This design comes from an exercise in tuning for small area on the open sky130 flow, not from production work.
At most, simulation tests tie the RTL to the original design; equivalence was not proved.
Power is estimated from default activity; no workload was simulated.

the reference run:
// pi_loop_top
module pi_loop_top (
  input  logic                 clk,
  input  logic                 rst_n,
  input  logic                 arm,
  input  logic signed [17:0]   cfg_setpt,    
  input  logic signed [47:0]   cfg_alpha,    
  input  logic signed [47:0]   cfg_p,        
  input  logic [15:0]          cfg_delay,    
  output logic                 adc_sck,
  output logic                 adc_conv,
  input  logic                 adc_in,
  output logic                 dac_sck,
  output logic                 dac_ss,
  output logic                 dac_out,
  output logic signed [18:0]   status_err_cur,
  output logic signed [67:0]   status_adj
);
Size: roughly 1,300 cells after synthesis, about 300 flip-flops, roughly 230 I/O pins, about 14,000 µm² of cells after synthesis.
==> module pi_loop_top, before the edit <==
module pi_loop_top (
  input  logic                 clk,
  input  logic                 rst_n,
  input  logic                 arm,
  input  logic signed [17:0]   cfg_setpt,    
  input  logic signed [47:0]   cfg_alpha,    
  input  logic signed [47:0]   cfg_p,        
  input  logic [15:0]          cfg_delay,    
  output logic                 adc_sck,
  output logic                 adc_conv,
  input  logic                 adc_in,
  output logic                 dac_sck,
  output logic                 dac_ss,
  output logic                 dac_out,
  output logic signed [18:0]   status_err_cur,
  output logic signed [67:0]   status_adj
);
  localparam logic [1:0] s_idle = 2'd0, s_dly = 2'd1, s_run = 2'd2, s_dac = 2'd3;
  logic [1:0]  st;
  logic        cap, clr;           
  logic [15:0] n;                  
  wire idle = (st == s_idle);
  wire dly  = (st == s_dly);
  wire run  = (st == s_run);       
  wire dacp = (st == s_dac);       
  wire [6:0] n7 = n[6:0];
  wire [7:0] n8 = n[7:0];
  wire tdone   = dly && !cap && (&n[15:1]);
  wire run_end = run && (n7 == 7'd96);
  wire dac_end = dacp && (n8 == 8'd192);
  always_ff @(posedge clk) begin
    if (!rst_n) begin
      st  <= s_idle;
      cap <= 1'b0;
      clr <= 1'b0;
    end else begin
      cap <= idle && arm;
      clr <= idle && !arm;
      case (st)
        s_idle:  if (arm) st <= s_dly;
        s_dly:   if (tdone) st <= s_run;
        s_run:   if (run_end) st <= s_dac;
        default: if (dac_end) st <= s_idle;
      endcase
    end
  end
  always_ff @(posedge clk) begin
    if (cap) n <= ~cfg_delay;      
    else if (tdone) n <= '1;
    else if (run_end) n <= '0;
    else n <= n + 1'b1;
  end
  logic signed [47:0] alpha_q, p_q;
  logic [18:0]        ws;          
  logic               tbit;        
  logic signed [18:0] err_q;
  logic signed [67:0] adj_q;
  logic               epz;         
  always_ff @(posedge clk) begin
    if (cap) begin
      alpha_q <= cfg_alpha;
      p_q     <= cfg_p;
    end
  end
  wire       samp  = run && (n7[1:0] == 2'd3) && (n7 <= 7'd71);
  wire [4:0] kb    = n7[6:2];      
  wire       t_new = ws[18];
  wire       nz    = adc_in ^ t_new;
  wire       dneg  = nz && ((kb == 5'd0) ? adc_in : t_new);
  logic [18:0] ws_next;
  always_comb begin
    logic bw;
    bw = dneg;
    ws_next[0] = nz;
    for (int b = 0; b < 18; b++) begin
      ws_next[b+1] = ws[b] ^ (bw && (b[4:0] <= kb));
      bw = bw && !ws[b];
    end
  end
  always_ff @(posedge clk) begin
    if (cap) ws <= {cfg_setpt, 1'b0};
    else if (samp) ws <= ws_next;
    if (samp) tbit <= t_new;
  end
  always_ff @(posedge clk) begin
    if (run && n7 == 7'd75) err_q <= ws;
  end
  assign adc_conv = run && (n7 <= 7'd1);
  assign adc_sck  = run && !n7[1] && (n7 >= 7'd4) && (n7 <= 7'd73);
  logic [67:0] qr;                 
  logic        msb, c1, c2;        
  wire       act   = run && (n7 <= 7'd75);
  wire [1:0] j     = n7[1:0];
  wire [4:0] i     = n7[6:2];      
  wire       first = (i == 5'd0);
  logic ep_b, a_b;
  always_comb begin
    ep_b = 1'b0; a_b = 1'b0;
    for (int k = 0; k <= 18; k++) begin
      if (i == k[4:0]) begin
        if (k >= 1) a_b = adj_q[18-k];
        ep_b = err_q[18-k];
      end
    end
  end
  wire aen  = !first && ws[0];      
  wire aneg = tbit ^ (i == 5'd1);
  wire pen  = ep_b && !epz;
  wire pneg = !first;
  wire [67:0] alpha_x = {{20{alpha_q[47]}}, alpha_q};
  wire [67:0] p_x     = {{20{p_q[47]}}, p_q};
  wire [67:0] ash_x   = {18'd0, adj_q[67:18]};
  logic [16:0] ach, pch, shch;
  always_comb begin
    case (j)
      2'd0: begin ach = alpha_x[16:0];  pch = p_x[16:0];  shch = ash_x[16:0];  end
      2'd1: begin ach = alpha_x[33:17]; pch = p_x[33:17]; shch = ash_x[33:17]; end
      2'd2: begin ach = alpha_x[50:34]; pch = p_x[50:34]; shch = ash_x[50:34]; end
      default: begin ach = alpha_x[67:51]; pch = p_x[67:51]; shch = ash_x[67:51]; end
    endcase
  end
  wire [16:0] u = first ? shch : {qr[15:0], (j == 2'd0) ? a_b : msb};
  wire [16:0] v = aen ? (ach ^ {17{aneg}}) : 17'd0;
  wire [16:0] w = pen ? (pch ^ {17{pneg}}) : 17'd0;
  wire [16:0] cs = u ^ v ^ w;
  wire [16:0] cc = (u & v) | (u & w) | (v & w);
  wire        k1 = (j == 2'd0) ? (aen & aneg) : c1;
  wire        k2 = (j == 2'd0) ? (pen & pneg) : c2;
  wire [17:0] r  = {1'b0, cs} + {1'b0, cc[15:0], k1} + {17'd0, k2};
  always_ff @(posedge clk) begin
    msb <= qr[16];
    c1  <= cc[16];
    c2  <= r[17];
    qr  <= {act ? r[16:0] : qr[16:0], qr[67:17]};
  end
  always_ff @(posedge clk) begin
    if (!rst_n || clr) begin
      adj_q <= '0;
      epz   <= 1'b1;
    end else if (run && n7 == 7'd95) begin
      adj_q <= {qr[16:0], qr[67:51], qr[50:34], qr[33:17]};
      epz   <= 1'b0;
    end
  end
  wire [36:0] rt   = adj_q[67:31];
  wire        fits = (&rt[36:19]) || !(|rt[36:19]);
  wire [19:0] dac_val = fits ? rt[19:0] : (rt[36] ? 20'h80000 : 20'h7ffff);
  wire [23:0] frame = {4'b0010, dac_val};
  always_comb begin
    dac_out = 1'b0;
    for (int k = 0; k < 24; k++)
      if (n8[7:3] == k[4:0]) dac_out = frame[23-k];
  end
  assign dac_ss  = !(dacp && (n8 < 8'd192));
  assign dac_sck = dacp && (n8 < 8'd192) && n8[2];
  assign status_err_cur = err_q;
  assign status_adj     = adj_q;
endmodule
Settings: LEC_CHECK=0, CAP_MARGIN=20, CORE_MARGIN=2, CORE_UTILIZATION=30, SLEW_MARGIN=20; clock period 7.0 ns.
standard.sh (not shown) runs the stock make flow with config.mk's settings and CLKGATE_MAP_FILE= SYNTH_SCRIPT=/design/flow/synth_recipe.tcl, a recipe that flattens the netlist after the stock synthesis.
==> flow/flow/run.sh <==
#!/bin/bash
# Standard ORFS layout (the standard.sh, standard synthesis), with two changes:
# the port buffers use the smallest buffer cell, and clock tree synthesis inserts no
# dummy loads. Each make run writes its full output to a log file here.
set -euo pipefail
export BUFFER_PORTS_ARGS="-buffer_cell sky130_fd_sc_hd__buf_1"
export CTS_ARGS="-sink_clustering_enable -repair_clock_nets -dont_use_dummy_load -buf_list sky130_fd_sc_hd__clkbuf_8 -sink_clustering_size 16 -sink_clustering_max_diameter 60"
bash standard.sh > flow_standard.log 2>&1
The following lists how the trial run was set up differently from the reference run:
--- a/flow/design.v
+++ b/flow/design.v
@@ -55,11 +55,11 @@
   wire dly  = (st == s_dly);
   wire run  = (st == s_run);       
   wire dacp = (st == s_dac);       
   wire [6:0] n7 = n[6:0];
   wire [7:0] n8 = n[7:0];
-  wire tdone   = dly && !cap && (&n[15:1]);
+  wire tdone   = dly && !cap && (&n[15:1]);  
   wire run_end = run && (n7 == 7'd96);
   wire dac_end = dacp && (n8 == 8'd192);
   always_ff @(posedge clk) begin
     if (!rst_n) begin
       st  <= s_idle;
@@ -75,12 +75,11 @@
         default: if (dac_end) st <= s_idle;
       endcase
     end
   end
   always_ff @(posedge clk) begin
-    if (cap) n <= ~cfg_delay;      
-    else if (tdone) n <= '1;
+    if (cap) n <= ~{cfg_delay[15:1], cfg_delay[0] | ~|cfg_delay};  
     else if (run_end) n <= '0;
     else n <= n + 1'b1;
   end
   logic signed [47:0] alpha_q, p_q;
   logic [18:0]        ws;          
@@ -103,21 +102,21 @@
   always_comb begin
     logic bw;
     bw = dneg;
     ws_next[0] = nz;
     for (int b = 0; b < 18; b++) begin
-      ws_next[b+1] = ws[b] ^ (bw && (b[4:0] <= kb));
+      ws_next[b+1] = ws[b] ^ bw;
       bw = bw && !ws[b];
     end
   end
   always_ff @(posedge clk) begin
-    if (cap) ws <= {cfg_setpt, 1'b0};
+    if (cap) ws <= {cfg_setpt, 1'b1};
     else if (samp) ws <= ws_next;
     if (samp) tbit <= t_new;
   end
   always_ff @(posedge clk) begin
-    if (run && n7 == 7'd75) err_q <= ws;
+    if (run && n7 == 7'd75) err_q <= {~ws[18], ws[17:0]};
   end
   assign adc_conv = run && (n7 <= 7'd1);
   assign adc_sck  = run && !n7[1] && (n7 >= 7'd4) && (n7 <= 7'd73);
   logic [67:0] qr;                 
   logic        msb, c1, c2;        
@@ -176,15 +175,16 @@
   end
   wire [36:0] rt   = adj_q[67:31];
   wire        fits = (&rt[36:19]) || !(|rt[36:19]);
   wire [19:0] dac_val = fits ? rt[19:0] : (rt[36] ? 20'h80000 : 20'h7ffff);
   wire [23:0] frame = {4'b0010, dac_val};
+  logic [31:0] frame_msb;          
   always_comb begin
-    dac_out = 1'b0;
-    for (int k = 0; k < 24; k++)
-      if (n8[7:3] == k[4:0]) dac_out = frame[23-k];
+    frame_msb = '0;
+    for (int k = 0; k < 24; k++) frame_msb[k] = frame[23-k];
   end
+  assign dac_out = frame_msb[n8[7:3]];
   assign dac_ss  = !(dacp && (n8 < 8'd192));
   assign dac_sck = dacp && (n8 < 8'd192) && n8[2];
   assign status_err_cur = err_q;
   assign status_adj     = adj_q;
 endmodule
==> summary.txt <==
The trial run vs. the reference run: register share of the cell area increased 1.4 points; average wire per standard cell decreased 5.5%; post-synthesis average cell area increased 2.6%; time the final worst path needs with I/O delays and setup decreased 550 ps; adder-cell area share of the yosys netlist increased 1.8 points.
Compared with the reference run, in the trial run worst setup slack before clock tree synthesis rose by 510 ps; starting utilization of the core area stayed essentially flat.
Looking at height of the die, the trial run sits 1.4% below the reference run.
For power, dividing the value from the reference run by the value from the trial run gives 0.839.
~same worst hold slack in the trial run and the reference run
Simple-gate area share of the yosys netlist: the trial run vs the reference run down 1.7 points
Peak clock frequency supported by timing up 15 MHz in the trial run wrt the reference run
Wire: the trial run routes less than the reference run
Function not checked in the reference run: the RTL went through the layout flow alone.

## afterwards: timing with drivers on the ports
How much do the figures lean on ideal ports? The routed layouts below were timed once more, with nothing changed but the port constraints. Step 1 (the two cells are an assumption about what drives the block):
set clk [get_ports {clk}]
set_driving_cell -lib_cell sky130_fd_sc_hd__clkbuf_16 $clk
set_driving_cell -lib_cell sky130_fd_sc_hd__buf_2 [delete_from_list [all_inputs] $clk]
Step 2 moves the port delays by t, midway between the first and last clock arrival at a register: inputs arrive t later, outputs are due t later. That takes back most of the time a late clock gives input paths. a / b / c = ideal / step 1 / step 2; a / b = the first two.
run | t (ns) | slack for setup (ns) | worst hold slack (ns) | latest minus earliest clock arrival (ns) | slew at the worst register clock pin (ns)
the reference run | 0.643 | 0.677 / 0.677 / 0.677 | 0.298 / 0.298 / 0.298 | 0.067 / 0.066 | 0.11 / 0.11
the trial run | 0.639 | 1.227 / 1.227 / 1.227 | 0.300 / 0.300 / 0.300 | 0.119 / 0.119 | 0.11 / 0.11
After both steps setup and hold are still met in every run listed.
